This design comes from an exercise in tuning for small area on the open sky130 flow, not from production work. Where RTL was checked, it was by simulation tests only, not by an equivalence proof against the original. Function not checked in runs 3 and 4: the RTL went through the layout flow alone. No activity file was given, so power comes from the tool's default toggle rates.

$ cat design/flow/design.v
package sme_pkg;
    typedef logic [7:0] char_t;
    localparam char_t char_any   = 8'h2E;  
    localparam char_t char_head  = 8'h5E;  
    localparam char_t char_tail  = 8'h24;  
    localparam char_t char_space = 8'h20;
    typedef enum logic [1:0] {
        st_idle = 2'd0,
        st_scan = 2'd1,
        st_done = 2'd2
    } engine_state_t;
endpackage
module sme #(
    parameter int max_string_len  = 32,
    parameter int max_pattern_len = 8
) (
    input  logic                                 clk,
    input  logic                                 reset,
    input  sme_pkg::char_t                       chardata,
    input  logic                                 isstring,
    input  logic                                 ispattern,
    output logic                                 valid,
    output logic                                 match,
    output logic [$clog2(max_string_len)-1:0]    match_index
);
    logic [8*32-1:0] ring;         
    logic            isstring_d;
    logic [5:0]      tlen;         
    logic [4:0]      pos;          
    wire       t_first = isstring & ~isstring_d;
    wire       t_wr    = isstring & (t_first | ~tlen[5]);
    wire [7:0] c       = ring[255:248];
    always_ff @(posedge clk) begin
        isstring_d <= isstring;
        ring       <= {ring[247:0], t_wr ? chardata : c};
    end
    always_ff @(posedge clk or posedge reset) begin
        if (reset) begin
            tlen <= '0;
        end else begin
            if (t_first)   tlen <= 6'd1;
            else if (t_wr) tlen <= tlen + 6'd1;
        end
    end
    always_ff @(posedge clk) begin
        pos <= t_first ? 5'd1 : pos + 5'd1;
    end
    logic [63:0] pq;
    logic        ispattern_d;
    logic [3:0]  ns;               
    logic        head;             
    logic        tail;             
    logic [2:0]  a;
    wire p_first = ispattern & ~ispattern_d;
    wire p_caret = (chardata == sme_pkg::char_head);
    wire p_more  = ~(ns[3] | (ns[2:0] == 3'd7 & head));    
    wire p_take  = ispattern & (p_first | p_more);
    wire p_store = p_take & ~(p_first & p_caret);
    wire p_fst   = p_store & (p_first | (ns == 4'd0));
    always_ff @(posedge clk) begin
        ispattern_d <= ispattern;
        pq <= {p_store ? chardata : pq[7:0], pq[63:8]};
        a  <= p_fst ? 3'd7 : a - 3'd1;
        if (p_first) begin
            ns   <= {3'd0, ~p_caret};
            head <= p_caret;
        end else if (p_store) begin
            ns   <= ns + 4'd1;
        end
        if (p_take) tail <= (chardata == sme_pkg::char_tail);
    end
    wire [3:0] m    = ns - {3'd0, tail};            
    wire       m0   = (m == 4'd0);
    wire [2:0] b    = a + m[2:0] - 3'd1;            
    logic       srch;              
    logic       started;           
    logic       xw;                
    logic       prev_sp;           
    logic       pend;              
    logic [7:0] d;                 
    wire run_end = ispattern_d & ~ispattern;
    wire active  = srch | run_end;
    wire step    = active & (started | (pos == 5'd0));
    wire bnd     = ({xw, pos} == tlen);       
    wire sp      = (c == sme_pkg::char_space);
    wire start   = ~head | prev_sp;
    logic [7:0] dn;
    logic       cc;
    always_comb begin
        cc = 1'b0;
        for (int j = 0; j < 8; j++) begin
            dn[j] = ((pq[8*j +: 8] == sme_pkg::char_any) | (pq[8*j +: 8] == c)) &
                    ((a == 3'(j)) ? start : d[j]);
            cc = cc | (dn[j] & (b == 3'(j)));
        end
    end
    wire       pend_e = m0 ? start : pend;
    wire       hit    = tail ? (pend_e & (bnd | sp)) : (m0 ? start : (cc & ~bnd));
    wire       finish = step & (hit | bnd);
    always_ff @(posedge clk) begin
        d           <= step ? dn : 8'd0;
        pend        <= step & cc;
        prev_sp     <= step ? sp : 1'b1;
        xw          <= step & (xw | (pos == 5'd31));
        match       <= hit;
    end
    always_ff @(posedge clk or posedge reset) begin
        if (reset) begin
            srch    <= 1'b0;
            started <= 1'b0;
            valid   <= 1'b0;
        end else begin
            srch    <= active & ~finish;
            started <= step & ~finish;
            valid   <= finish;
        end
    end
    assign match_index = (match & (ns != 4'd0)) ? (pos - {1'b0, ns}) : 5'd0;
endmodule
$ cat design/flow/flow/run.sh
#!/bin/bash
# Standard layout, with single-drive buffers on the ports.
cp standard.sh standard_copy.sh.txt
cp synth_recipe.tcl synth_recipe_copy.tcl.txt
export BUFFER_PORTS_ARGS="-buffer_cell sky130_fd_sc_hd__buf_1"
bash standard.sh > standard.log 2>&1
$ cat design/flow/standard.sh
#!/bin/bash
# synth_recipe.tcl (not shown) runs the flow's synth.tcl, then flattens the netlist and writes it again
# the make line also repeats each setting of config.mk as NAME=value (left out here)
make -C /OpenROAD-flow-scripts/flow DESIGN_CONFIG=/design/flow/config.mk WORK_HOME=/design/flow/orfs CLKGATE_MAP_FILE= SYNTH_SCRIPT=/design/flow/synth_recipe.tcl "${@:-finish}"
$ cat design/flow/config.mk
export PLATFORM = sky130hd
export DESIGN_NAME = sme
export DESIGN_NICKNAME = sme
export VERILOG_FILES = /design/flow/design.v
export SDC_FILE = /design/flow/constraint.sdc
export NUM_CORES = 4
export LEC_CHECK = 0
export CAP_MARGIN = 20
export CORE_MARGIN = 2
export CORE_UTILIZATION = 70
export CTS_BUF_LIST = sky130_fd_sc_hd__clkbuf_8
export CTS_CLUSTER_DIAMETER = 50
export CTS_CLUSTER_SIZE = 18
export SLEW_MARGIN = 20
$ cat design/flow/constraint.sdc
create_clock -name core_clock -period 10.0 [get_ports {clk}]
set_input_delay 2.0000 -clock core_clock [delete_from_list [all_inputs] [get_ports {clk}]]
set_output_delay 2.0000 -clock core_clock [all_outputs]
set_load 0.01 [all_outputs]
==> results.sh, run 1 <==
export IMPL_clk_pin_slew_ns=0.10
export IMPL_final_setup_viol_count=0
export IMPL_post_route_period_util_pct=43.4
export IMPL_p_sw_uw=776
export IMPL_finalMaxSlewViolations=0
export IMPL_clock_root_buffer="clkbuf_8"
export IMPL_seqPwrFrac_pct=60.7
export IMPL_antennaDiodeCount=0
export IMPL_dieArea_um2=14800
export IMPL_tns_ns=0
export IMPL_ant_nets=0
export IMPL_p_int_uw=2030
export IMPL_num_vias=4738
export IMPL_fin_skew_ns=0.0165
export IMPL_via_per_inst=5.24
export IMPL_netlist_cell_type_count=52
export IMPL_status="no timing/DRC/antenna violations"
export IMPL_track_usage_pct=22.3
export IMPL_synth_seq_area_share_pct=74.5
export IMPL_slew_headroom_pct=49.7
export IMPL_p_leak_uw=0.00431
export IMPL_critPathBufInv=2
export IMPL_numPortBuffers=18
export IMPL_peakVddDrop_uv=202
export IMPL_fp_dieH_um=122
export IMPL_max_freq_ghz=0.230
export IMPL_grt_setup_unrepaired="no"
export IMPL_stdcell_count=904
export IMPL_async_reset_ff_share_pct=2.52
export IMPL_required_ns=8.00
export IMPL_core_area_um2=13400
export IMPL_routed_wl_um=15500
export IMPL_cpLargestDelayFamily="adder cells"
export IMPL_synthTopCellsByArea="dfxtp_1 71%, xor2_1 5.7%, ha_1 2.7%"
export IMPL_crit_type="register to output port"
export IMPL_clk_latency_ns=0.55
export IMPL_grt_pass1_wl_um=25300
export IMPL_end_kind="output port"
export IMPL_wire_per_inst_um=17.1
export IMPL_drive_gt1_share_pct=7.97
export IMPL_final_cell_mix="345 x dfxtp_1, 63 x xor2_1, 26 x clkbuf_8"
export IMPL_overflow=0
export IMPL_htree_levels=1
export IMPL_dp_cells=870
export IMPL_clockBufferDepth=3
export IMPL_drv_cap=0
export IMPL_hold_class="register to register"
export IMPL_dr_pass1_iters=4
export IMPL_die_w_um=122
export IMPL_fill_cells=815
export IMPL_pwr_share_clk_pct=23.5
export IMPL_synth_edf_count=3
export IMPL_syn_inst=688
export IMPL_design_area_um2=10300
export IMPL_placed_cell_area_um2=9870
export IMPL_drt_iter0_markers=296
export IMPL_antenna_found_initial=0
export IMPL_grt_start_max_net_pins=19
export IMPL_critPathMaxFanout=6
export IMPL_p_sw_share_pct=27.7
export IMPL_crit_arrival_ns=2.34
export IMPL_cts_sinks=357
export IMPL_fp_row_count=42
export IMPL_gp_congestion=0.839
export IMPL_final_nets=755
export IMPL_multi_input_area_um2=2300
export IMPL_p_comb_share_pct=15.8
export IMPL_start_util_pct=72.3
export IMPL_final_common_cell="dfxtp_1"
export IMPL_place_hpwl_um=10600
export IMPL_hold_viol=0
export IMPL_ctsHoldBuffers=0
export IMPL_grt_pass1_vias=4948
export IMPL_power_density_nw_per_um2=272
export IMPL_whs_path_depth=0
export IMPL_seq_area_um2=7220
export IMPL_syn_to_final_growth_pct=6.20
export IMPL_syn_nets=722
export IMPL_cts_tree="built"
export IMPL_ys_warn_count=1
export IMPL_power_total_uw=2800
export IMPL_ys_flop_type="dfxtp_1"
export IMPL_crit_chain="inv_1 > fa_1 > a21o_1 > a21oi_1 > xnor2_1 > nor2_1 > buf_1"
export IMPL_post_cts_buffers=0
export IMPL_worst_path_stages=7
export IMPL_yosysTopAreaCellShare_pct=71.3
export IMPL_cts_buffers=25
export IMPL_r2r_cells=12
export IMPL_timing_final_crit_period_ns=4.34
export IMPL_drcViolationCount=0
export IMPL_syn_area_um2=9690
export IMPL_avgSynthCellArea_um2=14.1
export IMPL_hold_ws_ns=0.328
export IMPL_slowest_stage="fa_1"
export IMPL_post_cts_resized=0
export IMPL_synth_seq_cells=357
export IMPL_crit_path_max_incr_delay_ns=0.46
export IMPL_ios=19
export IMPL_worstMarginPinSlew_ns=0.749
export IMPL_synth_top_cell_by_area="dfxtp_1"
export IMPL_startpoint_type="register"
metal layers:
layer	vias to the layer above	share of wire [%]	track usage, %
li1	2330	-	-
met1	2298	46	29.7
met2	86	48	37.4
met3	24	4.3	3.93
met4	0	2.3	7.04
met5	-	0	0
cells in the mapped netlist, types with 3 or more instances:
master,n
nor3_1,4
nor4b_1,5
or2_2,3
nor2_1,22
xor2_1,63
inv_1,17
dfxtp_1,345
nand2_1,25
nand4b_1,7
buf_6,7
a21oi_1,17
and2_1,4
mux2_2,15
nor2b_1,4
and3_1,8
mux2i_1,4
nand2b_1,11
a31oi_1,4
edfxtp_1,3
a21o_1,4
dfrtp_1,9
nand4_1,5
ha_1,21
nor4_1,23
xnor2_1,22
logic make-up after synthesis:
group                      count (synthesis)  synth area share (%)
AOI/OAI and AO/OA                         44                  3.05
buffers and inverters                     29                  1.76
muxes                                     19                  2.16
and+or+nand+nor                          132                  7.90
DFF                                      357                  74.5
xor gates and xnor gates                  85                  7.68
adders and majority gates                 22                  2.92
metrics by stage:
step | setup slack (ns) | utilization [%]
global route | 5.49 | 76.8
detailed placement | 6.25 | 73.7
finish | 5.66 | 76.8
global placement | 6.35 | 73.7
CTS | 5.62 | 76.8
floorplan | 6.47 | -
path summary, 6_finish.rpt:
path / startpoint / to / slack, ns
worst max-delay path: ns[1] / match_index[4] / 5.66
worst min-delay path: ring[71] / ring[79] / 0.33
worst max register to register: ns[0] / srch / 6.78
worst min register to register: ring[71] / ring[79] / 0.33
max in group asynchronous: reset / tlen[0] / 8.36
min in group asynchronous: reset / tlen[5] / 1.37
sequential cells by signal, indices dropped and copies added, names as in the netlist:
name         cells
a                3
d                8
head             1
ispattern_d      1
isstring_d       1
match            1
ns               4
pend             1
pos              5
pq              64
prev_sp          1
ring           256
srch             1
started          1
tail             1
tlen             6
valid            1
xw               1
area by class of cell:
class                   count  area share (%)
clock buffers              26            3.48
clock inverters             8           0.559
inverters                  17           0.620
well taps                 176            2.14
flip-flops and latches    357            70.2
repair buffers             18           0.657
multi-input cells         302            22.4
power by group through the flow:
| stage | sequential [µW] | clock, µW | combinational, µW |
|---|---|---|---|
| after global routing | 1720 | 728 | 502 |
| after detailed placement | 1730 | 0 | 437 |
| final | 1700 | 657 | 443 |
| after global placement | 1720 | 0 | 409 |
| after CTS | 1700 | 675 | 441 |
| after floorplan | 1680 | 0 | 356 |
==> run 2, diff against run 1 <==
==> design/flow/run.sh (new file) <==
#!/bin/bash
# synth_recipe.tcl (not shown) runs the flow's synth.tcl, then flattens the netlist and writes it again
# the make line also repeats each setting of config.mk as NAME=value (left out here)
make -C /OpenROAD-flow-scripts/flow DESIGN_CONFIG=/design/flow/config.mk WORK_HOME=/design/flow/orfs CLKGATE_MAP_FILE= SYNTH_SCRIPT=/design/flow/synth_recipe.tcl finish
removed: design/flow/flow/run.sh
removed: design/flow/standard.sh
==> results.sh, run 2 <==
export IMPL_status="no timing/DRC/antenna violations"
export IMPL_via_per_inst=5.30
export IMPL_critPathBufInv=2
export IMPL_synth_top_family_by_area="simple AND/OR/NAND/NOR gates"
export IMPL_routed_wl_um=15800
export IMPL_cts_sinks=357
export IMPL_wire_per_inst_um=17.5
export IMPL_crit_path_max_incr_delay_ns=0.55
export IMPL_synth_xor_area_share_pct=7.68
export IMPL_synth_common_cells="345 x dfxtp_1, 63 x xor2_1, 25 x nand2_1"
export IMPL_dr_pass1_iters=4
export IMPL_hold_class="register to register"
export IMPL_grt_pass1_wl_um=25500
export IMPL_crit_chain="ha_1 > inv_1 > fa_1 > a21o_1 > a21oi_1 > xnor2_1 > nor2_1 > clkdlybuf4s50_1"
export IMPL_post_cts_buffers=0
export IMPL_cts_tree="built"
export IMPL_drcViolationCount=0
export IMPL_clk_latency_ns=0.55
export IMPL_power_density_nw_per_um2=271
export IMPL_antenna_found_initial=0
export IMPL_antennaDiodeCount=0
export IMPL_drive_gt1_share_pct=7.59
export IMPL_netlist_cell_type_count=52
export IMPL_syn_nets=722
export IMPL_clk_pin_slew_ns=0.11
export IMPL_core_area_um2=13400
export IMPL_grt_pass1_vias=5009
export IMPL_worstMarginPinSlew_ns=0.744
export IMPL_startpoint_type="register"
export IMPL_dieArea_um2=14800
export IMPL_drt_iter0_markers=307
export IMPL_cpLargestDelayFamily="buffers and inverters"
export IMPL_drv_cap=0
export IMPL_synth_edf_count=3
export IMPL_synth_seq_cells=357
export IMPL_gp_congestion=0.867
export IMPL_final_nets=755
export IMPL_critPathMaxFanout=4
export IMPL_p_leak_uw=0.00434
export IMPL_synth_compound_area_share_pct=3.05
export IMPL_numPortBuffers=18
export IMPL_clock_root_buffer="clkbuf_8"
export IMPL_grt_setup_unrepaired="no"
export IMPL_syn_inst=688
export IMPL_synth_top_cell_by_area="dfxtp_1"
export IMPL_required_ns=8.00
export IMPL_post_synth_top_count_cell="dfxtp_1"
export IMPL_timing_final_crit_period_ns=4.73
export IMPL_track_usage_pct=22.2
export IMPL_largest_reg_flops=256
export IMPL_fp_row_count=42
export IMPL_reg_top3="ring (256), pq (64), d (8)"
export IMPL_final_cell_mix="345 x dfxtp_1, 63 x xor2_1, 25 x nand2_1, 25 x clkbuf_8, 23 x nor4_1"
export IMPL_crit_type="register to output port"
export IMPL_clockBufferDepth=3
export IMPL_peakVddDrop_uv=207
export IMPL_fill_cells=788
export IMPL_synthSimpleGateAreaFrac_pct=7.90
export IMPL_place_hpwl_um=10400
export IMPL_cts_buffers=25
export IMPL_async_reset_ff_share_pct=2.52
export IMPL_fp_dieH_um=122
export IMPL_ios=19
export IMPL_ys_flop_type="dfxtp_1"
export IMPL_hold_ws_ns=0.323
export IMPL_finalMaxSlewViolations=0
export IMPL_ys_warn_count=1
export IMPL_synth_seq_area_share_pct=74.5
export IMPL_regMostFlops="ring"
export IMPL_htree_levels=1
export IMPL_post_route_period_util_pct=47.3
export IMPL_final_common_cell="dfxtp_1"
export IMPL_die_w_um=122
export IMPL_ant_nets=0
export IMPL_yosysTopAreaCellShare_pct=71.3
export IMPL_slew_headroom_pct=50.3
export IMPL_synthMuxAreaShare_pct=2.16
export IMPL_max_freq_ghz=0.211
export IMPL_start_util_pct=72.3
export IMPL_synth_fa_ha_area_share_pct=2.92
export IMPL_synthTopCellsByArea="dfxtp_1 71%, xor2_1 5.7%, ha_1 2.7%"
export IMPL_syn_to_final_growth_pct=7.28
export IMPL_end_kind="output port"
export IMPL_hold_viol=0
export IMPL_tns_ns=0
export IMPL_fin_skew_ns=0.0160
export IMPL_slowest_stage="clkdlybuf4s50_1"
export IMPL_grt_start_max_net_pins=20
export IMPL_syn_area_um2=9690
export IMPL_ctsHoldBuffers=0
export IMPL_final_setup_viol_count=0
export IMPL_num_vias=4771
export IMPL_crit_arrival_ns=2.73
export IMPL_post_cts_resized=0
export IMPL_avgSynthCellArea_um2=14.1
export IMPL_overflow=0
run 2: cell count changes in the layout (fill, tap and decap cells not counted):
cell and delta:
buf_1 -18, clkinv_2 -3, clkdlybuf4s50_1 +18, clkinv_8 +2, clkbuf_8 -1, inv_8 -1
run 2: cell type report:
type                       count  area [µm²]  area share, %
clock buffer                  25         344           3.31
clock inverter                 6        63.8          0.614
inverter                      17        63.8          0.614
multi-input combinational    302        2300           22.1
sequential                   357        7220           69.5
tap                          176         220           2.12
timing repair buffer          18         180           1.73
run 2: metrics by stage:
| step | util [%] | setup WS (ns) | cell area, µm² | instances | power, µW |
|---|---|---|---|---|---|
| after floorplan | - | 6.47 | 9690 | 688 | 2040 |
| after global placement | 74.5 | 5.96 | 9980 | 870 | 2150 |
| after detailed placement | 74.5 | 5.76 | 9980 | 870 | 2180 |
| after CTS | 77.5 | 5.25 | 10400 | 901 | 2830 |
| after global routing | 77.6 | 5.13 | 10400 | 901 | 2950 |
| final | 77.6 | 5.27 | 10400 | 901 | 2820 |
run 2: final timing paths:
path,end,slack [ns],from,cells after the start
max,match_index[4],5.27,ns[0],8
min,ring[158],0.32,ring[150],0
max reg2reg,srch,6.85,ns[0],12
min reg2reg,ring[158],0.32,ring[150],0
max in group asynchronous,valid,8.03,reset,2
min in group asynchronous,tlen[1],1.69,reset,2
run 2: cell families after synthesis:
kind of cell | Yosys count
simple gates | 132
compound gates | 44
buf+inv | 29
xor+xnor | 85
fa+ha+maj | 22
mux | 19
flops | 357
run 2: worst register-to-register path: stages (launching register included):
cell	delay [ns]
edfxtp_1	0.45
inv_1	0.12
ha_1	0.26
xnor2_1	0.15
ha_1	0.28
inv_1	0.04
ha_1	0.37
nand2_1	0.10
a2111oi_0	0.42
nor4_1	0.10
a31oi_1	0.40
nand4_1	0.18
and3_1	0.20
run 2: report_power, final:
group	switching (µW)	internal, µW	total [µW]
clock network	417	238	655
logic	238	221	459
registers	125	1580	1700
total	780	2040	2820
run 2: per-layer routing:
metal / part of all wire (%) / global-route usage (%) / routed length [µm]
met1: 45 / 29.2 / 7080
met2: 48 / 37.4 / 7620
met5: 0 / 0 / 0
met4: 2.4 / 7.76 / 378
met3: 4.3 / 4.12 / 670
==> run 3, diff against run 2 <==
--- a/design/flow/design.v
+++ b/design/flow/design.v
@@ -35,14 +35,14 @@
         ring       <= {ring[247:0], t_wr ? chardata : c};
     end
+    wire [4:0] pos_n = t_first ? 5'd1 : pos + 5'd1;
+    always_ff @(posedge clk) begin
+        pos <= pos_n;
+    end
     always_ff @(posedge clk or posedge reset) begin
         if (reset) begin
             tlen <= '0;
-        end else begin
-            if (t_first)   tlen <= 6'd1;
-            else if (t_wr) tlen <= tlen + 6'd1;
+        end else if (t_wr) begin
+            tlen <= {~t_first & (pos == 5'd31), pos_n};
         end
-    end
-    always_ff @(posedge clk) begin
-        pos <= t_first ? 5'd1 : pos + 5'd1;
     end
     logic [63:0] pq;
--- a/design/flow/config.mk
+++ b/design/flow/config.mk
@@ -9,6 +9,6 @@
 export CORE_MARGIN = 2
 export CORE_UTILIZATION = 70
-export CTS_BUF_LIST = sky130_fd_sc_hd__clkbuf_8
-export CTS_CLUSTER_DIAMETER = 50
-export CTS_CLUSTER_SIZE = 18
+export CTS_BUF_LIST = sky130_fd_sc_hd__clkbuf_16
+export CTS_CLUSTER_DIAMETER = 100
+export CTS_CLUSTER_SIZE = 30
 export SLEW_MARGIN = 20
==> results.sh, run 3 <==
export IMPL_top_layer="met4"
export IMPL_numPortBuffers=18
export IMPL_grt_setup_unrepaired="no"
export IMPL_track_usage_pct=22.5
export IMPL_htree_levels=1
export IMPL_stdcell_count=876
export IMPL_synth_seq_area_share_pct=75.1
export IMPL_wire_per_inst_um=18.2
export IMPL_hold_class="register to register"
export IMPL_crit_arrival_ns=2.66
export IMPL_critPathMaxFanout=7
export IMPL_p_sw_uw=753
export IMPL_p_comb_share_pct=16.6
export IMPL_post_cts_resized=0
export IMPL_clk_pin_slew_ns=0.11
export IMPL_grt_pass1_wl_um=25500
export IMPL_p_sw_share_pct=26.5
export IMPL_routed_wl_um=15900
export IMPL_syn_to_final_growth_pct=7.28
export IMPL_worstMarginPinSlew_ns=0.950
export IMPL_synth_seq_cells=357
export IMPL_synth_top_cell_by_area="dfxtp_1"
export IMPL_antenna_found_initial=0
export IMPL_route_met3_wl_um=606
export IMPL_fp_dieH_um=121
export IMPL_async_reset_ff_share_pct=2.52
export IMPL_cts_tree="built"
export IMPL_finalMaxSlewViolations=0
export IMPL_power_density_nw_per_um2=275
export IMPL_end_kind="output port"
export IMPL_grt_start_max_net_pins=32
export IMPL_ctsHoldBuffers=0
export IMPL_regMostFlops="ring"
export IMPL_antennaDiodeCount=0
export IMPL_grt_pass1_vias=4880
export IMPL_timing_final_crit_period_ns=4.66
export IMPL_post_cts_buffers=0
export IMPL_dieArea_um2=14700
export IMPL_cts_buffers=15
export IMPL_fin_skew_ns=0.0209
export IMPL_syn_inst=675
export IMPL_tns_ns=0
export IMPL_start_util_pct=72.1
export IMPL_netlist_cell_type_count=51
export IMPL_timing_reg2reg_setup_slack_ns=6.81
export IMPL_drive_gt1_share_pct=6.71
export IMPL_cts_sinks=357
export IMPL_drt_iter0_markers=297
export IMPL_syn_nets=708
export IMPL_dp_cells=858
export IMPL_wl_met1_um=7230
export IMPL_dr_wl_met2_um=7650
export IMPL_final_nets=732
export IMPL_place_hpwl_um=10300
export IMPL_ant_nets=0
export IMPL_post_synth_top_count_cell="dfxtp_1"
export IMPL_synthTopCellsByArea="dfxtp_1 72%, xor2_1 4.1%, xnor2_1 3.4%"
export IMPL_final_setup_viol_count=0
export IMPL_ios=19
export IMPL_syn_area_um2=9620
export IMPL_die_w_um=121
export IMPL_post_route_period_util_pct=46.6
export IMPL_synth_edf_count=3
export IMPL_gp_congestion=0.893
export IMPL_pwr_share_clk_pct=23.4
export IMPL_clockBufferDepth=3
export IMPL_final_cell_mix="345 x dfxtp_1, 45 x xor2_1, 37 x xnor2_1"
export IMPL_drv_cap=0
export IMPL_num_vias=4665
export IMPL_core_area_um2=13300
export IMPL_synth_common_cells="345 x dfxtp_1, 45 x xor2_1, 37 x xnor2_1"
export IMPL_clock_root_buffer="clkbuf_16"
export IMPL_ys_flop_type="dfxtp_1"
export IMPL_peakVddDrop_uv=185
export IMPL_yosysTopAreaCellShare_pct=71.8
export IMPL_dr_pass1_iters=4
export IMPL_startpoint_type="register"
export IMPL_final_common_cell="dfxtp_1"
export IMPL_status="no timing/DRC/antenna violations"
export IMPL_clk_latency_ns=0.49
export IMPL_hold_viol=0
export IMPL_overflow=0
export IMPL_crit_type="register to output port"
export IMPL_avgSynthCellArea_um2=14.2
export IMPL_seqPwrFrac_pct=59.9
export IMPL_max_freq_ghz=0.214
export IMPL_reg_top3="ring (256), pq (64), d (8)"
export IMPL_fp_row_count=42
export IMPL_drcViolationCount=0
export IMPL_ys_warn_count=1
export IMPL_p_leak_uw=0.00425
export IMPL_fill_cells=802
export IMPL_slew_headroom_pct=36.5
export IMPL_p_int_uw=2080
export IMPL_required_ns=8.00
export IMPL_largest_reg_flops=256
export IMPL_via_per_inst=5.33
[run 3: cell types whose count changed in the layout (fill, tap and decap cells not counted), moves of 6 or more]
cell,change
clkbuf_16,+15
xnor2_1,+15
nor4_1,-6
xor2_1,-18
clkbuf_8,-25
[run 3: power by group through the flow]
stage	sequential [µW]	clock [µW]	combinational, µW
2_1_floorplan	1680	0	366
3_3_place_gp	1720	0	441
3_5_place_dp	1730	0	467
4_1_cts	1700	675	472
5_1_grt	1720	722	525
6_report	1700	664	472
[run 3: area by class of cell]
| class | count | area, µm² | area share, % |
|---|---|---|---|
| Sequential cell | 357 | 7220 | 70.0 |
| Multi-Input combinational cell | 291 | 2250 | 21.8 |
| Clock buffer | 15 | 375 | 3.64 |
| Tap cell | 176 | 220 | 2.13 |
| Timing Repair Buffer | 18 | 180 | 1.75 |
| Inverter | 16 | 60.1 | 0.582 |
| Clock inverter | 3 | 12.5 | 0.121 |
[run 3: worst max-delay path, stage by stage, from the launching register on]
cell and delay (ns):
dfxtp_1 0.49, inv_1 0.17, fa_1 0.46, a21o_1 0.18
a21oi_1 0.18, xnor2_1 0.08, nor2_1 0.08, clkdlybuf4s50_1 0.54
[run 3: path summary, 6_finish.rpt]
kind	endpoint	from	depth (start not counted)
min in group asynchronous	tlen[3]	reset	2
max	match_index[4]	ns[1]	7
max in group asynchronous	tlen[5]	reset	2
min reg2reg	ring[243]	ring[235]	0
min	ring[243]	ring[235]	0
max reg2reg	srch	ns[0]	13
[run 3: cells by family after synthesis]
| kind of cell | synth area share, % |
|---|---|
| AOI/OAI and AO/OA | 3.03 |
| xor gates and xnor gates | 7.47 |
| adders and majority gates | 2.81 |
| buffers and inverters | 1.57 |
| DFF | 75.1 |
| muxes | 2.76 |
| and+or+nand+nor | 7.27 |
[run 3: metrics by stage]
stage	utilization [%]	total power, µW	setup WS (ns)	hold WS [ns]	instance area (µm²)
after floorplan	-	2050	6.46	0.310	9620
after global placement	74.4	2160	5.94	0.310	9930
after detailed placement	74.4	2190	5.80	0.312	9930
after CTS	77.3	2850	5.34	0.330	10300
after global routing	77.3	2970	5.22	0.335	10300
final	77.3	2840	5.34	0.325	10300
[run 3: layer usage]
layer | global-route usage (%) | up-vias
li1 | - | 2275
met1 | 29.8 | 2254
met2 | 38.3 | 101
met3 | 3.48 | 35
met4 | 7.40 | 0
met5 | 0 | -
==> run 4, diff against run 3 <==
--- a/design/flow/design.v
+++ b/design/flow/design.v
@@ -51,5 +51,6 @@
     logic        head;             
     logic        tail;             
-    logic [2:0]  a;
+    logic [2:0]  a;                
+    logic [2:0]  e;                
     wire p_first = ispattern & ~ispattern_d;
     wire p_caret = (chardata == sme_pkg::char_head);
@@ -62,4 +63,5 @@
         pq <= {p_store ? chardata : pq[7:0], pq[63:8]};
         a  <= p_fst ? 3'd7 : a - 3'd1;
+        e  <= p_store ? 3'd7 : e - 3'd1;
         if (p_first) begin
             ns   <= {3'd0, ~p_caret};
@@ -70,7 +72,6 @@
         if (p_take) tail <= (chardata == sme_pkg::char_tail);
     end
-    wire [3:0] m    = ns - {3'd0, tail};            
-    wire       m0   = (m == 4'd0);
-    wire [2:0] b    = a + m[2:0] - 3'd1;            
+    wire       m0   = (ns == {3'd0, tail});         
+    wire [2:0] b    = e - {2'd0, tail};             
     logic       srch;              
     logic       started;           
@@ -102,6 +103,5 @@
         pend        <= step & cc;
         prev_sp     <= step ? sp : 1'b1;
-        xw          <= step & (xw | (pos == 5'd31));
-        match       <= hit;
+        xw          <= finish ? hit : (step & (xw | (pos == 5'd31)));
     end
     always_ff @(posedge clk or posedge reset) begin
@@ -109,11 +109,11 @@
             srch    <= 1'b0;
             started <= 1'b0;
-            valid   <= 1'b0;
         end else begin
             srch    <= active & ~finish;
-            started <= step & ~finish;
-            valid   <= finish;
+            started <= step;
         end
     end
+    assign valid = started & ~srch;
+    assign match = xw;
     assign match_index = (match & (ns != 4'd0)) ? (pos - {1'b0, ns}) : 5'd0;
 endmodule
--- a/design/flow/config.mk
+++ b/design/flow/config.mk
@@ -9,6 +9,6 @@
 export CORE_MARGIN = 2
 export CORE_UTILIZATION = 70
-export CTS_BUF_LIST = sky130_fd_sc_hd__clkbuf_16
-export CTS_CLUSTER_DIAMETER = 100
-export CTS_CLUSTER_SIZE = 30
+export CTS_BUF_LIST = sky130_fd_sc_hd__clkbuf_8
+export CTS_CLUSTER_DIAMETER = 60
+export CTS_CLUSTER_SIZE = 20
 export SLEW_MARGIN = 20
==> results.sh, run 4 <==
export IMPL_status="no timing/DRC/antenna violations"
export IMPL_ys_warn_count=1
export IMPL_r2r_start="ring[251]"
export IMPL_syn_inst=671
export IMPL_tns_ns=0
export IMPL_dieArea_um2=14600
export IMPL_gp_congestion=0.827
export IMPL_ios=19
export IMPL_hold_class="register to register"
export IMPL_numPortBuffers=18
export IMPL_drive_gt1_share_pct=7.94
export IMPL_final_util_pct=77.0
export IMPL_regToRegEndpoint="xw"
export IMPL_place_hpwl_um=9830
export IMPL_p_sw_share_pct=25.7
export IMPL_cts_sinks=358
export IMPL_grt_setup_unrepaired="no"
export IMPL_syn_to_final_growth_pct=7.15
export IMPL_peakVddDrop_uv=204
export IMPL_worstMarginPinSlew_ns=0.823
export IMPL_hold_viol=0
export IMPL_grt_start_max_net_pins=22
export IMPL_antennaDiodeCount=0
export IMPL_final_cell_mix="347 x dfxtp_1, 42 x xnor2_1, 37 x xor2_1"
export IMPL_synth_edf_count=3
export IMPL_fp_row_count=42
export IMPL_wire_per_inst_um=16.7
export IMPL_reg_top3="ring (256), pq (64), d (8)"
export IMPL_clk_latency_ns=0.54
export IMPL_synth_common_cells="347 x dfxtp_1, 42 x xnor2_1, 37 x xor2_1"
export IMPL_post_route_period_util_pct=46.2
export IMPL_syn_area_um2=9550
export IMPL_final_setup_viol_count=0
export IMPL_fp_dieH_um=121
export IMPL_clock_root_buffer="clkbuf_8"
export IMPL_slew_headroom_pct=44.4
export IMPL_p_int_uw=1970
export IMPL_end_kind="output port"
export IMPL_synth_top_cell_by_area="dfxtp_1"
export IMPL_timing_final_crit_period_ns=4.62
export IMPL_p_leak_uw=0.00419
export IMPL_netlist_cell_type_count=49
export IMPL_num_vias=4508
export IMPL_critPathMaxFanout=4
export IMPL_clockBufferDepth=3
export IMPL_final_common_cell="dfxtp_1"
export IMPL_final_nets=733
export IMPL_async_reset_ff_share_pct=2.23
export IMPL_yosysTopAreaCellShare_pct=72.7
export IMPL_synth_seq_cells=358
export IMPL_drcViolationCount=0
export IMPL_syn_nets=702
export IMPL_grt_pass1_wl_um=24400
export IMPL_cts_buffers=22
export IMPL_antenna_found_initial=0
export IMPL_avgSynthCellArea_um2=14.2
export IMPL_p_sw_uw=682
export IMPL_worst_hold_path_endpoint="ring[234]"
export IMPL_cts_tree="built"
export IMPL_post_cts_buffers=0
export IMPL_clk_pin_slew_ns=0.11
export IMPL_ant_nets=0
export IMPL_seqPwrFrac_pct=64.1
export IMPL_routed_wl_um=14800
export IMPL_p_comb_share_pct=12.7
export IMPL_r2r_cells=7
export IMPL_max_freq_ghz=0.216
export IMPL_crit_arrival_ns=2.62
export IMPL_ctsHoldBuffers=0
export IMPL_die_w_um=121
export IMPL_start_util_pct=71.8
export IMPL_htree_levels=1
export IMPL_regMostFlops="ring"
export IMPL_required_ns=8.00
export IMPL_crit_type="register to output port"
export IMPL_dr_pass1_iters=4
export IMPL_core_area_um2=13300
export IMPL_track_usage_pct=21.4
export IMPL_design_area_um2=10200
export IMPL_timing_reg2reg_setup_slack_ns=7.25
export IMPL_placed_cell_area_um2=9880
export IMPL_drt_iter0_markers=264
export IMPL_fill_cells=788
export IMPL_post_cts_resized=0
export IMPL_power_total_uw=2650
export IMPL_drv_cap=0
export IMPL_startpoint_type="register"
export IMPL_overflow=0
export IMPL_ys_flop_type="dfxtp_1"
export IMPL_power_density_nw_per_um2=259
export IMPL_grt_pass1_vias=4714
export IMPL_finalMaxSlewViolations=0
export IMPL_synthTopCellsByArea="dfxtp_1 73%, xnor2_1 3.9%, xor2_1 3.4%"
export IMPL_fin_skew_ns=0.0216
export IMPL_hold_start="ring[226]"
export IMPL_synth_seq_area_share_pct=75.8
export IMPL_post_synth_top_count_cell="dfxtp_1"
export IMPL_via_per_inst=5.12
export IMPL_largest_reg_flops=256
export IMPL_pwr_share_clk_pct=23.3
export IMPL_whs_path_depth=0
run 4: how the worst max path moves through the flow:
stage / from / end / slack [ns]
global placement: ispattern / ns[3] / 5.94
floorplan: pos[0] / match_index[4] / 6.45
global route: ns[0] / match_index[4] / 5.21
finish: ns[0] / match_index[4] / 5.38
detailed placement: ispattern / ns[3] / 5.76
CTS: ns[0] / match_index[4] / 5.35
run 4: area by class of cell:
| type | count | area [µm²] | share of cell area [%] |
|---|---|---|---|
| Tap cell | 176 | 220 | 2.15 |
| Timing Repair Buffer | 20 | 195 | 1.91 |
| Clock buffer | 23 | 317 | 3.09 |
| Multi-Input combinational cell | 286 | 2180 | 21.3 |
| Inverter | 14 | 52.6 | 0.514 |
| Sequential cell | 358 | 7240 | 70.7 |
| Clock inverter | 4 | 35.0 | 0.342 |
run 4: cells by family after synthesis:
logic type / count (synthesis) / share of synthesized area, %
compound gates: 39 / 2.79
xor+xnor: 79 / 7.25
fa+ha+maj: 19 / 2.57
buf+inv: 27 / 1.43
flops: 358 / 75.8
mux: 23 / 2.66
simple gates: 126 / 7.52
run 4: power by group through the flow:
stage | Clock (µW) | Combinational, µW | Sequential [µW]
2_1_floorplan | 0 | 263 | 1680
3_3_place_gp | 0 | 313 | 1720
3_5_place_dp | 0 | 333 | 1730
4_1_cts | 631 | 336 | 1700
5_1_grt | 688 | 371 | 1720
6_report | 617 | 335 | 1700
run 4: critical path: stages (launching register included):
cell	delay, ns
edfxtp_1	0.45
ha_1	0.17
inv_1	0.05
fa_1	0.39
a21o_1	0.17
a21oi_1	0.16
xnor2_1	0.08
nor2_1	0.08
clkdlybuf4s50_1	0.53
run 4: per-stage QoR:
| step | hold slack, ns | worst slack, ns | instances |
|---|---|---|---|
| 5_1_grt | 0.339 | 5.21 | 881 |
| 3_3_place_gp | 0.310 | 5.94 | 854 |
| 6_report | 0.327 | 5.38 | 881 |
| 3_5_place_dp | 0.312 | 5.76 | 854 |
| 4_1_cts | 0.335 | 5.35 | 881 |
| 2_1_floorplan | 0.310 | 6.45 | 671 |
run 4: metal layers:
metal,track usage [%],share of wire (%)
met4,5.60,2.4
met2,35.4,47
met5,0,0
met3,3.25,4.7
met1,29.7,45
==> run 5, diff against run 4 <==
--- a/design/flow/design.v
+++ b/design/flow/design.v
@@ -36,6 +36,7 @@
     end
     wire [4:0] pos_n = t_first ? 5'd1 : pos + 5'd1;
-    always_ff @(posedge clk) begin
-        pos <= pos_n;
+    always_ff @(posedge clk or posedge reset) begin
+        if (reset) pos <= '0;
+        else       pos <= pos_n;
     end
     always_ff @(posedge clk or posedge reset) begin
==> results.sh, run 5 <==
export IMPL_status="no timing/DRC/antenna violations"
export IMPL_drv_cap=0
export IMPL_crit_type="register to output port"
export IMPL_seqPwrFrac_pct=64.3
export IMPL_htree_levels=1
export IMPL_synth_top_cell_by_area="dfxtp_1"
export IMPL_wire_per_inst_um=16.7
export IMPL_fill_cells=837
export IMPL_stdcell_count=881
export IMPL_syn_nets=702
export IMPL_avgSynthCellArea_um2=14.3
export IMPL_post_cts_buffers=0
export IMPL_pwr_share_clk_pct=23.1
export IMPL_via_per_inst=5.28
export IMPL_p_comb_share_pct=12.6
export IMPL_crit_path_max_incr_delay_ns=0.54
export IMPL_start_util_pct=72.0
export IMPL_ant_nets=0
export IMPL_post_cts_resized=0
export IMPL_final_cell_mix="342 x dfxtp_1, 42 x xnor2_1, 37 x xor2_1"
export IMPL_fp_row_count=42
export IMPL_overflow=0
export IMPL_final_util_pct=77.2
export IMPL_cts_buffers=22
export IMPL_ys_warn_count=1
export IMPL_tns_ns=0
export IMPL_final_setup_viol_count=0
export IMPL_die_w_um=121
export IMPL_max_freq_ghz=0.210
export IMPL_end_kind="output port"
export IMPL_synth_seq_area_share_pct=75.8
export IMPL_peakVddDrop_uv=236
export IMPL_place_hpwl_um=10100
export IMPL_track_usage_pct=21.0
export IMPL_finalMaxSlewViolations=0
export IMPL_clk_pin_slew_ns=0.11
export IMPL_antennaDiodeCount=0
export IMPL_core_area_um2=13300
export IMPL_post_synth_top_count_cell="dfxtp_1"
export IMPL_p_leak_uw=0.00422
export IMPL_numPortBuffers=18
export IMPL_post_route_period_util_pct=47.7
export IMPL_async_reset_ff_share_pct=3.63
export IMPL_p_sw_uw=675
export IMPL_grt_pass1_wl_um=23800
export IMPL_dp_cells=854
export IMPL_synth_edf_count=3
export IMPL_syn_inst=671
export IMPL_grt_pass1_vias=4707
export IMPL_crit_arrival_ns=2.77
export IMPL_required_ns=8.00
export IMPL_largest_reg_flops=256
export IMPL_final_common_cell="dfxtp_1"
export IMPL_startpoint_type="register"
export IMPL_clock_root_buffer="clkbuf_8"
export IMPL_fin_skew_ns=0.0218
export IMPL_critPathMaxFanout=6
export IMPL_drcViolationCount=0
export IMPL_power_density_nw_per_um2=258
export IMPL_syn_to_final_growth_pct=7.19
export IMPL_clk_latency_ns=0.55
export IMPL_hold_class="register to register"
export IMPL_synth_common_cells="342 x dfxtp_1, 42 x xnor2_1, 37 x xor2_1"
export IMPL_grt_setup_unrepaired="no"
export IMPL_slowest_stage="clkdlybuf4s50_1"
export IMPL_dieArea_um2=14600
export IMPL_ctsHoldBuffers=0
export IMPL_ios=19
export IMPL_dr_pass1_iters=4
export IMPL_gp_congestion=0.881
export IMPL_p_int_uw=1970
export IMPL_fp_dieH_um=121
export IMPL_cts_tree="built"
export IMPL_crit_top_cell="inv_1"
export IMPL_antenna_found_initial=0
export IMPL_cts_sinks=358
export IMPL_worstMarginPinSlew_ns=0.784
export IMPL_slew_headroom_pct=47.0
export IMPL_grt_start_max_net_pins=22
export IMPL_p_sw_share_pct=25.6
export IMPL_netlist_cell_type_count=49
export IMPL_final_nets=733
export IMPL_reg_top3="ring (256), pq (64), d (8)"
export IMPL_regMostFlops="ring"
export IMPL_drt_iter0_markers=189
export IMPL_synthTopCellsByArea="dfxtp_1 72%, xnor2_1 3.8%, dfrtp_1 3.4%"
export IMPL_drive_gt1_share_pct=7.94
export IMPL_synth_seq_cells=358
export IMPL_ys_flop_type="dfxtp_1"
export IMPL_num_vias=4648
export IMPL_timing_final_crit_period_ns=4.77
export IMPL_syn_area_um2=9570
export IMPL_clockBufferDepth=3
export IMPL_yosysTopAreaCellShare_pct=71.5
export IMPL_crit_chain="inv_1 > ha_1 > inv_1 > fa_1 > a21o_1 > a21oi_1 > xnor2_1 > nor2_1 > clkdlybuf4s50_1"
export IMPL_hold_viol=0
export IMPL_routed_wl_um=14700
-- run 5: changes by cell type after synthesis --
cell	previous run	this run
dfxtp_1	347	342
dfrtp_1	8	13
-- run 5: final timing paths --
path	from	to	slack (ns)	depth (start not counted)
setup / recovery	pos[0]	match_index[4]	5.23	9
min in group asynchronous	reset	started	1.78	2
hold reg to reg	ring[46]	ring[54]	0.33	0
max in group asynchronous	reset	tlen[3]	7.85	2
setup reg to reg	ring[254]	xw	7.31	7
hold / removal	ring[46]	ring[54]	0.33	0
-- run 5: cells by family (layout without fill, tap and decap cells) --
logic type | after synthesis | after routing | share of synthesized area, %
DFF | 358 | 358 | 75.8
AOI/OAI and AO/OA | 39 | 39 | 2.78
and+or+nand+nor | 126 | 126 | 7.50
muxes | 23 | 23 | 2.65
xor gates and xnor gates | 79 | 79 | 7.23
buffers and inverters | 27 | 61 | 1.42
adders and majority gates | 19 | 19 | 2.56
-- run 5: per-stage QoR --
stage                     total power [µW]  cell area [µm²]  hold slack [ns]  setup slack (ns)
after floorplan                       1940             9570            0.310              6.37
after global placement                2030             9910            0.310              5.87
after detailed placement              2060             9910            0.312              5.80
after CTS                             2660            10300            0.334              5.20
after global routing                  2760            10300            0.335              5.08
final                                 2640            10300            0.332              5.23
-- run 5: final cells by class --
cell class	instances	area [µm²]	share of cell area, %
Sequential cell	358	7260	70.8
Multi-Input combinational cell	286	2180	21.2
Clock buffer	23	317	3.08
Tap cell	176	220	2.15
Timing Repair Buffer	20	195	1.90
Inverter	14	52.6	0.512
Clock inverter	4	40.0	0.390
-- run 5: power groups by stage --
stage	logic, µW	clock network, µW	registers [µW]
after floorplan	264	0	1680
after global placement	313	0	1720
after detailed placement	331	0	1730
after CTS	333	628	1700
after global routing	373	674	1720
final	332	610	1700
-- run 5: worst max-delay path, delay by kind of cell, from the launching register on --
kind,cells,cell delay (ns)
adders and majority gates,2,0.54
DFF,1,0.46
and+or+nand+nor,1,0.09
AOI/OAI and AO/OA,2,0.35
xor gates and xnor gates,1,0.08
buffers and inverters,3,0.71
-- run 5: metal layers --
metal	GRT usage (%)	vias to the layer above	share of wire (%)	routed length (µm)
met5	0	-	0	0
met4	6.32	0	2.4	349
met3	4.09	31	3.9	576
met2	35.1	84	48	7020
met1	27.9	2274	46	6750
li1	-	2259	-	-
==> run 6, diff against run 5 <==
==> design/flow/flow/run.sh (new file) <==
#!/bin/bash
# The standard layout (the standard.sh, synthesis unchanged), with the
# smallest buffer on the ports instead of the default port buffer.
set -euo pipefail
export BUFFER_PORTS_ARGS="-buffer_cell sky130_fd_sc_hd__buf_1"
bash standard.sh > standard.log 2>&1
==> design/flow/standard.sh (new file) <==
#!/bin/bash
# synth_recipe.tcl (not shown) runs the flow's synth.tcl, then flattens the netlist and writes it again
# the make line also repeats each setting of config.mk as NAME=value (left out here)
make -C /OpenROAD-flow-scripts/flow DESIGN_CONFIG=/design/flow/config.mk WORK_HOME=/design/flow/orfs CLKGATE_MAP_FILE= SYNTH_SCRIPT=/design/flow/synth_recipe.tcl "${@:-finish}"
removed: design/flow/run.sh
==> results.sh, run 6 <==
export IMPL_clock_root_buffer="clkbuf_8"
export IMPL_drive_gt1_share_pct=8.09
export IMPL_post_route_period_util_pct=43.6
export IMPL_final_cell_mix="342 x dfxtp_1, 42 x xnor2_1, 37 x xor2_1"
export IMPL_p_leak_uw=0.00418
export IMPL_clk_latency_ns=0.55
export IMPL_finalMaxSlewViolations=0
export IMPL_drv_cap=0
export IMPL_grt_start_max_net_pins=22
export IMPL_antennaDiodeCount=0
export IMPL_syn_inst=671
export IMPL_drt_iter0_markers=326
export IMPL_power_density_nw_per_um2=262
export IMPL_cts_sinks=358
export IMPL_synthMuxAreaShare_pct=2.65
export IMPL_power_total_uw=2670
export IMPL_grt_setup_unrepaired="no"
export IMPL_end_kind="output port"
export IMPL_ios=19
export IMPL_synth_common_cells="342 x dfxtp_1, 42 x xnor2_1, 37 x xor2_1"
export IMPL_hold_viol=0
export IMPL_startpoint_type="register"
export IMPL_synth_top_family_by_area="simple AND/OR/NAND/NOR gates"
export IMPL_grt_pass1_vias=4740
export IMPL_cts_buffers=22
export IMPL_peakVddDrop_uv=183
export IMPL_slew_headroom_pct=43.6
export IMPL_syn_area_um2=9570
export IMPL_core_area_um2=13300
export IMPL_overflow=0
export IMPL_stdcell_count=881
export IMPL_seq_area_um2=7260
export IMPL_regMostFlops="ring"
export IMPL_yosysTopAreaCellShare_pct=71.5
export IMPL_track_usage_pct=21.2
export IMPL_crit_type="register to output port"
export IMPL_synth_fa_ha_area_share_pct=2.56
export IMPL_pre_cts_ws_ns=6.16
export IMPL_required_ns=8.00
export IMPL_num_vias=4604
export IMPL_grt_pass1_wl_um=24100
export IMPL_status="no timing/DRC/antenna violations"
export IMPL_final_common_cell="dfxtp_1"
export IMPL_dp_cells=854
export IMPL_timing_final_crit_period_ns=4.36
export IMPL_place_hpwl_um=9930
export IMPL_routed_wl_um=15000
export IMPL_r2r_start="ring[252]"
export IMPL_start_util_pct=72.0
export IMPL_dr_pass1_iters=5
export IMPL_hold_start="ring[10]"
export IMPL_synthSimpleGateAreaFrac_pct=7.50
export IMPL_drcViolationCount=0
export IMPL_avgSynthCellArea_um2=14.3
export IMPL_post_cts_buffers=0
export IMPL_wire_per_inst_um=17.1
export IMPL_cts_tree="built"
export IMPL_synthTopCellsByArea="dfxtp_1 72%, xnor2_1 3.8%, dfrtp_1 3.4%"
export IMPL_synth_seq_area_share_pct=75.8
export IMPL_hold_class="register to register"
export IMPL_critPathMaxFanout=6
export IMPL_crit_start="pos[0]"
export IMPL_fill_cells=831
export IMPL_syn_to_final_growth_pct=6.21
export IMPL_ant_nets=0
export IMPL_antenna_found_initial=0
export IMPL_post_cts_resized=0
export IMPL_numPortBuffers=18
export IMPL_reg_top3="ring (256), pq (64), d (8)"
export IMPL_htree_levels=1
export IMPL_final_nets=733
export IMPL_via_per_inst=5.23
export IMPL_synth_seq_cells=358
export IMPL_synth_top_cell_by_area="dfxtp_1"
export IMPL_synth_compound_area_share_pct=2.78
export IMPL_post_synth_top_count_cell="dfxtp_1"
export IMPL_ctsHoldBuffers=0
export IMPL_clk_pin_slew_ns=0.11
export IMPL_synth_edf_count=3
export IMPL_max_freq_ghz=0.229
export IMPL_dieArea_um2=14600
export IMPL_largest_reg_flops=256
export IMPL_synth_xor_area_share_pct=7.23
export IMPL_syn_nets=702
export IMPL_worstMarginPinSlew_ns=0.834
export IMPL_ys_flop_type="dfxtp_1"
export IMPL_multi_input_area_um2=2180
export IMPL_die_w_um=121
export IMPL_crit_arrival_ns=2.36
export IMPL_gp_congestion=0.851
export IMPL_tns_ns=0
export IMPL_final_setup_viol_count=0
export IMPL_netlist_cell_type_count=49
export IMPL_fp_dieH_um=121
export IMPL_fp_row_count=42
export IMPL_ys_warn_count=1
export IMPL_async_reset_ff_share_pct=3.63
export IMPL_fin_skew_ns=0.0174
export IMPL_setup_ws_ns=5.64
export IMPL_clockBufferDepth=3
## run 6: cell count changes in the layout (fill, tap and decap cells not counted), sizes merged
cell	previous run	this run
buf	2	20
bufinv	0	1
clkdlybuf4s50	18	0
inv	16	15
## run 6: area by class of cell
cell class / count / area share (%)
multi-input cells: 286 / 21.4
clock inverters: 4 / 0.578
repair buffers: 20 / 0.812
inverters: 14 / 0.517
flip-flops and latches: 358 / 71.4
clock buffers: 23 / 3.11
well taps: 176 / 2.17
## run 6: worst paths after layout
path,cells past startpoint,end,slack [ns]
setup / recovery,9,match_index[4],5.64
hold / removal,0,ring[18],0.32
setup reg to reg,7,xw,7.24
hold reg to reg,0,ring[18],0.32
max in group asynchronous,2,pos[1],8.19
min in group asynchronous,2,tlen[2],1.44
## run 6: critical path, stage by stage, from the launching register on
cell and delay (ns):
dfrtp_1 0.46, inv_1 0.11, ha_1 0.14, inv_1 0.05, fa_1 0.40, a21o_1 0.17, a21oi_1 0.16, xnor2_1 0.09
nor2_1 0.08, buf_1 0.15
## run 6: per-stage QoR
| step | instance area (µm²) | util [%] | hold slack, ns |
|---|---|---|---|
| final | 10200 | 76.5 | 0.324 |
| after global routing | 10200 | 76.5 | 0.329 |
| after CTS | 10200 | 76.5 | 0.325 |
| after detailed placement | 9790 | 73.7 | 0.312 |
| after global placement | 9790 | 73.7 | 0.310 |
| after floorplan | 9570 | - | 0.310 |
## run 6: layer usage
layer | share of wire, % | global-route usage [%] | vias up
met5 | 0 | 0 | -
met3 | 3.8 | 3.76 | 29
met1 | 46 | 28.9 | 2229
met4 | 2.3 | 6.32 | 0
li1 | - | - | 2255
met2 | 47 | 35.0 | 91
## run 6: cells by family (layout without fill, tap and decap cells)
group                      count (synthesis)  count (layout)
AOI/OAI and AO/OA                         39              39
muxes                                     23              23
buffers and inverters                     27              61
adders and majority gates                 19              19
xor gates and xnor gates                  79              79
and+or+nand+nor                          126             126
DFF                                      358             358
## run 6: where the power goes
group	switching, µW	total, µW	leakage (µW)	internal [µW]
clock network	402	641	0.000196	240
registers	118	1700	0.00306	1580
logic	168	325	0.000920	157
total	688	2670	0.00418	1980
==> run 7, diff against run 6 <==
==> design/flow/flow/run.sh (replaced) <==
#!/bin/bash
# The standard layout (the standard.sh, synthesis unchanged), with the
# smallest buffer on the ports and a clock tree without dummy balancing loads.
set -euo pipefail
export BUFFER_PORTS_ARGS="-buffer_cell sky130_fd_sc_hd__buf_1"
export CTS_ARGS="-sink_clustering_enable -repair_clock_nets -sink_clustering_size 20 -sink_clustering_max_diameter 50 -buf_list sky130_fd_sc_hd__clkbuf_8 -dont_use_dummy_load"
bash standard.sh > standard.log 2>&1
--- a/design/flow/config.mk
+++ b/design/flow/config.mk
@@ -8,7 +8,7 @@
 export CAP_MARGIN = 20
 export CORE_MARGIN = 2
-export CORE_UTILIZATION = 70
+export CORE_UTILIZATION = 75
 export CTS_BUF_LIST = sky130_fd_sc_hd__clkbuf_8
-export CTS_CLUSTER_DIAMETER = 60
+export CTS_CLUSTER_DIAMETER = 50
 export CTS_CLUSTER_SIZE = 20
 export SLEW_MARGIN = 20
==> results.sh, run 7 <==
export IMPL_ant_nets=0
export IMPL_power_total_uw=2610
export IMPL_avgSynthCellArea_um2=14.3
export IMPL_setup_ws_ns=5.67
export IMPL_ios=19
export IMPL_numPortBuffers=18
export IMPL_yosysTopAreaCellShare_pct=71.5
export IMPL_drive_gt1_share_pct=7.71
export IMPL_clockBufferDepth=3
export IMPL_wire_per_inst_um=16.8
export IMPL_crit_top_cell="inv_1"
export IMPL_die_w_um=117
export IMPL_ctsHoldBuffers=0
export IMPL_max_freq_ghz=0.231
export IMPL_critPathMaxFanout=6
export IMPL_ys_flop_type="dfxtp_1"
export IMPL_startpoint_type="register"
export IMPL_reg_top3="ring (256), pq (64), d (8)"
export IMPL_cts_buffers=23
export IMPL_crit_type="register to output port"
export IMPL_pre_cts_ws_ns=6.17
export IMPL_cts_tree="built"
export IMPL_power_density_nw_per_um2=258
export IMPL_fp_row_count=41
export IMPL_cpLargestDelayFamily="adder cells"
export IMPL_crit_path_max_incr_delay_ns=0.45
export IMPL_synthTopCellsByArea="dfxtp_1 72%, xnor2_1 3.8%, dfrtp_1 3.4%"
export IMPL_critPathBufInv=3
export IMPL_tns_ns=0
export IMPL_post_cts_buffers=0
export IMPL_slew_headroom_pct=43.1
export IMPL_grt_pass1_vias=4590
export IMPL_worstMarginPinSlew_ns=0.842
export IMPL_place_hpwl_um=9640
export IMPL_grt_start_max_net_pins=21
export IMPL_track_usage_pct=22.1
export IMPL_final_common_cell="dfxtp_1"
export IMPL_synth_seq_area_share_pct=75.8
export IMPL_crit_arrival_ns=2.33
export IMPL_syn_nets=702
export IMPL_antenna_found_initial=0
export IMPL_netlist_cell_type_count=49
export IMPL_core_area_um2=12500
export IMPL_fin_skew_ns=0.0394
export IMPL_whs_path_depth=0
export IMPL_start_util_pct=76.5
export IMPL_grt_pass1_wl_um=23000
export IMPL_routed_wl_um=14700
export IMPL_status="no timing/DRC/antenna violations"
export IMPL_worst_path_stages=9
export IMPL_clock_root_buffer="clkbuf_8"
export IMPL_htree_levels=1
export IMPL_hold_viol=0
export IMPL_hold_class="register to register"
export IMPL_clk_latency_ns=0.54
export IMPL_via_per_inst=5.30
export IMPL_synth_top_cell_by_area="dfxtp_1"
export IMPL_seq_area_um2=7260
export IMPL_clk_pin_slew_ns=0.10
export IMPL_slowest_stage="dfrtp_1"
export IMPL_ys_warn_count=1
export IMPL_dr_pass1_iters=5
export IMPL_drcViolationCount=0
export IMPL_syn_inst=671
export IMPL_synth_seq_cells=358
export IMPL_num_vias=4619
export IMPL_multi_input_area_um2=2180
export IMPL_largest_reg_flops=256
export IMPL_p_leak_uw=0.00414
export IMPL_finalMaxSlewViolations=0
export IMPL_timing_final_crit_period_ns=4.33
export IMPL_dieArea_um2=13700
export IMPL_post_cts_resized=0
export IMPL_regMostFlops="ring"
export IMPL_r2r_cells=7
export IMPL_antennaDiodeCount=0
export IMPL_synth_common_cells="342 x dfxtp_1, 42 x xnor2_1, 37 x xor2_1"
export IMPL_drt_iter0_markers=283
export IMPL_grt_setup_unrepaired="no"
export IMPL_gp_congestion=0.833
export IMPL_synth_edf_count=3
export IMPL_final_nets=733
export IMPL_final_cell_mix="342 x dfxtp_1, 42 x xnor2_1, 37 x xor2_1"
export IMPL_async_reset_ff_share_pct=3.63
export IMPL_post_route_period_util_pct=43.3
export IMPL_end_kind="output port"
export IMPL_drv_cap=0
export IMPL_peakVddDrop_uv=180
export IMPL_fp_dieH_um=117
export IMPL_post_synth_top_count_cell="dfxtp_1"
export IMPL_required_ns=8.00
export IMPL_final_setup_viol_count=0
export IMPL_fill_cells=719
export IMPL_overflow=0
export IMPL_syn_to_final_growth_pct=5.50
export IMPL_cts_sinks=358
export IMPL_crit_chain="inv_1 > ha_1 > inv_1 > fa_1 > a21o_1 > a21oi_1 > xnor2_1 > nor2_1 > buf_1"
export IMPL_syn_area_um2=9570
run 7: cell counts after synthesis:
No cell type changed its count.
run 7: cell families (layout without fill, tap and decap cells):
kind of cell / after synthesis / count (layout) / synth area share, %
AO/OA/AOI/OAI: 39 / 39 / 2.78
adder cells (fa/ha/maj): 19 / 19 / 2.56
flip-flops: 358 / 358 / 75.8
XOR/XNOR: 79 / 79 / 7.23
AND/OR/NAND/NOR: 126 / 126 / 7.50
multiplexers: 23 / 23 / 2.65
buffers and inverters: 27 / 56 / 1.42
run 7: final cells by class:
class / count / area share [%]
well taps: 172 / 2.13
flip-flops and latches: 358 / 71.9
multi-input cells: 286 / 21.6
inverters: 14 / 0.520
clock buffers: 23 / 3.13
repair buffers: 19 / 0.743
run 7: worst paths after layout:
check,from,endpoint,slack [ns]
hold / removal,ring[231],ring[239],0.29
setup reg to reg,ring[251],xw,7.30
setup / recovery,pos[0],match_index[4],5.67
hold reg to reg,ring[231],ring[239],0.29
min in group asynchronous,reset,pos[3],1.45
max in group asynchronous,reset,tlen[3],8.18
run 7: power by group:
group | leakage, µW | internal [µW] | total (µW) | switching, µW
logic | 0.000916 | 156 | 319 | 163
clock network | 0.000165 | 208 | 591 | 384
registers | 0.00306 | 1580 | 1700 | 116
total | 0.00414 | 1950 | 2610 | 663
run 7: worst register-to-register path: cells and delay by family (launching register included):
family | cells | cell delay, ns
AO/OA/AOI/OAI | 4 | 0.81
XOR/XNOR | 1 | 0.18
AND/OR/NAND/NOR | 2 | 0.83
flip-flops | 1 | 0.76
run 7: layer usage:
| metal | GRT usage, % | up-vias | wire (µm) |
|---|---|---|---|
| met1 | 29.8 | 2246 | 6690 |
| li1 | - | 2257 | - |
| met2 | 37.0 | 86 | 7070 |
| met4 | 6.51 | 0 | 374 |
| met5 | 0 | - | 0 |
| met3 | 4.12 | 30 | 539 |
run 7: per-stage QoR:
stage / hold WS [ns] / instances / cell area [µm²] / util [%]
after global routing: 0.294 / 872 / 10100 / 80.7
final: 0.290 / 872 / 10100 / 80.7
after floorplan: 0.310 / 671 / 9570 / -
after detailed placement: 0.312 / 849 / 9780 / 78.2
after global placement: 0.310 / 849 / 9780 / 78.1
after CTS: 0.296 / 872 / 10100 / 80.7
==> run 8, diff against run 7 <==
--- a/design/flow/design.v
+++ b/design/flow/design.v
@@ -62,5 +62,5 @@
     always_ff @(posedge clk) begin
         ispattern_d <= ispattern;
-        pq <= {p_store ? chardata : pq[7:0], pq[63:8]};
+        pq <= {p_store ? (chardata ^ sme_pkg::char_any) : pq[7:0], pq[63:8]};
         a  <= p_fst ? 3'd7 : a - 3'd1;
         e  <= p_store ? 3'd7 : e - 3'd1;
@@ -92,5 +92,5 @@
         cc = 1'b0;
         for (int j = 0; j < 8; j++) begin
-            dn[j] = ((pq[8*j +: 8] == sme_pkg::char_any) | (pq[8*j +: 8] == c)) &
+            dn[j] = ((pq[8*j +: 8] == 8'd0) | (pq[8*j +: 8] == (c ^ sme_pkg::char_any))) &
                     ((a == 3'(j)) ? start : d[j]);
             cc = cc | (dn[j] & (b == 3'(j)));
==> results.sh, run 8 <==
export IMPL_status="no timing/DRC/antenna violations"
export IMPL_post_route_period_util_pct=43.7
export IMPL_clk_pin_slew_ns=0.11
export IMPL_p_sw_uw=655
export IMPL_ant_nets=0
export IMPL_ys_warn_count=1
export IMPL_syn_nets=703
export IMPL_p_comb_share_pct=11.8
export IMPL_cts_tree="built"
export IMPL_netlist_cell_type_count=51
export IMPL_power_density_nw_per_um2=258
export IMPL_reg_top3="ring (256), pq (64), d (8)"
export IMPL_post_cts_resized=0
export IMPL_dr_pass1_iters=4
export IMPL_pwr_share_clk_pct=22.2
export IMPL_startpoint_type="register"
export IMPL_fp_dieH_um=117
export IMPL_crit_type="register to output port"
export IMPL_end_kind="output port"
export IMPL_overflow=0
export IMPL_synth_edf_count=3
export IMPL_wire_per_inst_um=16.6
export IMPL_clockBufferDepth=3
export IMPL_syn_to_final_growth_pct=5.39
export IMPL_drv_cap=0
export IMPL_hold_start="ring[5]"
export IMPL_peakVddDrop_uv=195
export IMPL_p_sw_share_pct=25.3
export IMPL_ys_flop_type="dfxtp_1"
export IMPL_hold_class="register to register"
export IMPL_ios=19
export IMPL_cts_sinks=358
export IMPL_drt_iter0_markers=287
export IMPL_grt_pass1_vias=4637
export IMPL_place_hpwl_um=9800
export IMPL_slew_headroom_pct=48.4
export IMPL_required_ns=8.00
export IMPL_ctsHoldBuffers=0
export IMPL_grt_setup_unrepaired="no"
export IMPL_p_int_uw=1930
export IMPL_via_per_inst=5.26
export IMPL_seqPwrFrac_pct=66.0
export IMPL_hold_viol=0
export IMPL_p_leak_uw=0.00411
export IMPL_crit_top_cell="inv_1"
export IMPL_antennaDiodeCount=0
export IMPL_syn_area_um2=9520
export IMPL_fp_row_count=41
export IMPL_final_nets=735
export IMPL_max_freq_ghz=0.229
export IMPL_track_usage_pct=22.5
export IMPL_final_common_cell="dfxtp_1"
export IMPL_worstMarginPinSlew_ns=0.769
export IMPL_synth_top_cell_by_area="dfxtp_1"
export IMPL_avgSynthCellArea_um2=14.2
export IMPL_synth_seq_cells=358
export IMPL_routed_wl_um=14500
export IMPL_die_w_um=117
export IMPL_post_synth_top_count_cell="dfxtp_1"
export IMPL_final_setup_viol_count=0
export IMPL_fin_skew_ns=0.0431
export IMPL_clock_root_buffer="clkbuf_8"
export IMPL_crit_arrival_ns=2.37
export IMPL_cts_buffers=22
export IMPL_finalMaxSlewViolations=0
export IMPL_gp_congestion=0.825
export IMPL_synth_seq_area_share_pct=76.3
export IMPL_largest_reg_flops=256
export IMPL_crit_path_max_incr_delay_ns=0.46
export IMPL_tns_ns=0
export IMPL_drcViolationCount=0
export IMPL_timing_final_crit_period_ns=4.37
export IMPL_syn_inst=672
export IMPL_yosysTopAreaCellShare_pct=71.9
export IMPL_slowest_stage="dfrtp_1"
export IMPL_grt_pass1_wl_um=23300
export IMPL_drive_gt1_share_pct=6.27
export IMPL_start_util_pct=76.0
export IMPL_async_reset_ff_share_pct=3.63
export IMPL_crit_chain="inv_1 > ha_1 > inv_1 > fa_1 > a21o_1 > a21oi_1 > xnor2_1 > nor2_1 > buf_1"
export IMPL_critPathMaxFanout=6
export IMPL_r2r_start="ring[252]"
export IMPL_grt_start_max_net_pins=21
export IMPL_cpLargestDelayFamily="adder cells"
export IMPL_post_cts_buffers=0
export IMPL_synth_common_cells="342 x dfxtp_1, 43 x xnor2_1, 36 x xor2_1"
export IMPL_antenna_found_initial=0
export IMPL_regMostFlops="ring"
export IMPL_core_area_um2=12500
export IMPL_numPortBuffers=18
export IMPL_num_vias=4597
export IMPL_dieArea_um2=13600
export IMPL_power_total_uw=2590
export IMPL_htree_levels=1
export IMPL_crit_start="pos[0]"
export IMPL_critPathBufInv=3
export IMPL_clk_latency_ns=0.54
export IMPL_synthTopCellsByArea="dfxtp_1 72%, xnor2_1 4.0%, dfrtp_1 3.4%"
export IMPL_final_cell_mix="342 x dfxtp_1, 43 x xnor2_1, 36 x xor2_1"
-- run 8: cell types whose count changed after synthesis, moves of 4 or more --
cell	before	now
o21ai_0	2	10
nand2_1	23	31
mux2_2	19	15
buf_4	0	4
nand4b_1	6	0
nor4_1	10	24
a21oi_1	14	10
-- run 8: worst paths after layout --
check | to | slack, ns | cells past startpoint
min | ring[13] | 0.30 | 0
min in group asynchronous | started | 1.44 | 2
max | match_index[4] | 5.63 | 9
max in group asynchronous | srch | 8.15 | 2
min reg2reg | ring[13] | 0.30 | 0
max reg2reg | srch | 7.52 | 7
-- run 8: power groups by stage --
stage,registers [µW],clock network [µW],logic (µW)
2_1_floorplan,1690,0,253
3_3_place_gp,1730,0,286
3_5_place_dp,1740,0,301
4_1_cts,1710,590,305
5_1_grt,1720,636,346
6_report,1710,575,304
-- run 8: through the flow --
step           worst slack, ns  util [%]  cells  hold slack (ns)  area [µm²]
5_1_grt                   5.48      80.1    874            0.306       10000
3_5_place_dp              6.18      77.7    852            0.312        9730
6_report                  5.63      80.1    874            0.305       10000
4_1_cts                   5.61      80.1    874            0.302       10000
2_1_floorplan             6.37         -    672            0.310        9520
3_3_place_gp              6.25      77.7    852            0.310        9730
-- run 8: logic make-up (layout without fill, tap and decap cells) --
family                     count (synthesis)  in the layout  share of synthesized area [%]
DFF                                      358            358                           76.3
and+or+nand+nor                          128            128                           7.09
xor gates and xnor gates                  79             79                           7.27
AOI/OAI and AO/OA                         44             44                           3.17
buffers and inverters                     25             55                           1.39
adders and majority gates                 19             19                           2.58
muxes                                     19             19                           2.20
-- run 8: final cells by class --
type                       instances  area, µm²
inverter                          14       52.6
timing repair buffer              19       75.1
fill                             723       2490
clock buffer                      22        303
multi-input combinational        289       2120
tap                              172        215
sequential                       358       7260
-- run 8: routing by layer --
layer / track usage, % / wire (µm)
met5: 0 / 0
met4: 6.67 / 317
met3: 4.10 / 788
met2: 37.8 / 6850
met1: 30.4 / 6580

## static timing again, ports no longer ideal
How much do the figures lean on ideal ports? The routed layouts below were timed once more, with nothing changed but the port constraints.
Step 1: set_driving_cell puts a clkbuf_16 on clk and a buf_2 on each other input, an assumption about the parent block.
Step 2 adds t to the input delays and takes it off the output delays; t is the mean of the earliest and latest rising clock arrival at the registers after step 1. Input paths then give back, and output paths get back, about the clock's delay inside the block.
Three values: ideal ports, drivers, drivers and shift; two values: the first two.
run | t (ns) | slack for setup (ns) | worst slew at a driven data input, ns
run 1 | 0.583 | 5.661 / 5.624 / 6.207 | 0.05
run 2 | 0.580 | 5.271 / 5.235 / 5.815 | 0.05
run 3 | 0.522 | 5.337 / 5.296 / 5.818 | 0.04
run 4 | 0.562 | 5.377 / 5.342 / 5.729 | 0.04
run 5 | 0.577 | 5.235 / 5.195 / 5.772 | 0.04
run 6 | 0.579 | 5.637 / 5.600 / 6.124 | 0.03
run 7 | 0.557 | 5.668 / 5.632 / 6.091 | 0.04
run 8 | 0.556 | 5.627 / 5.589 / 6.146 | 0.04
After both steps every run listed still meets setup and hold.
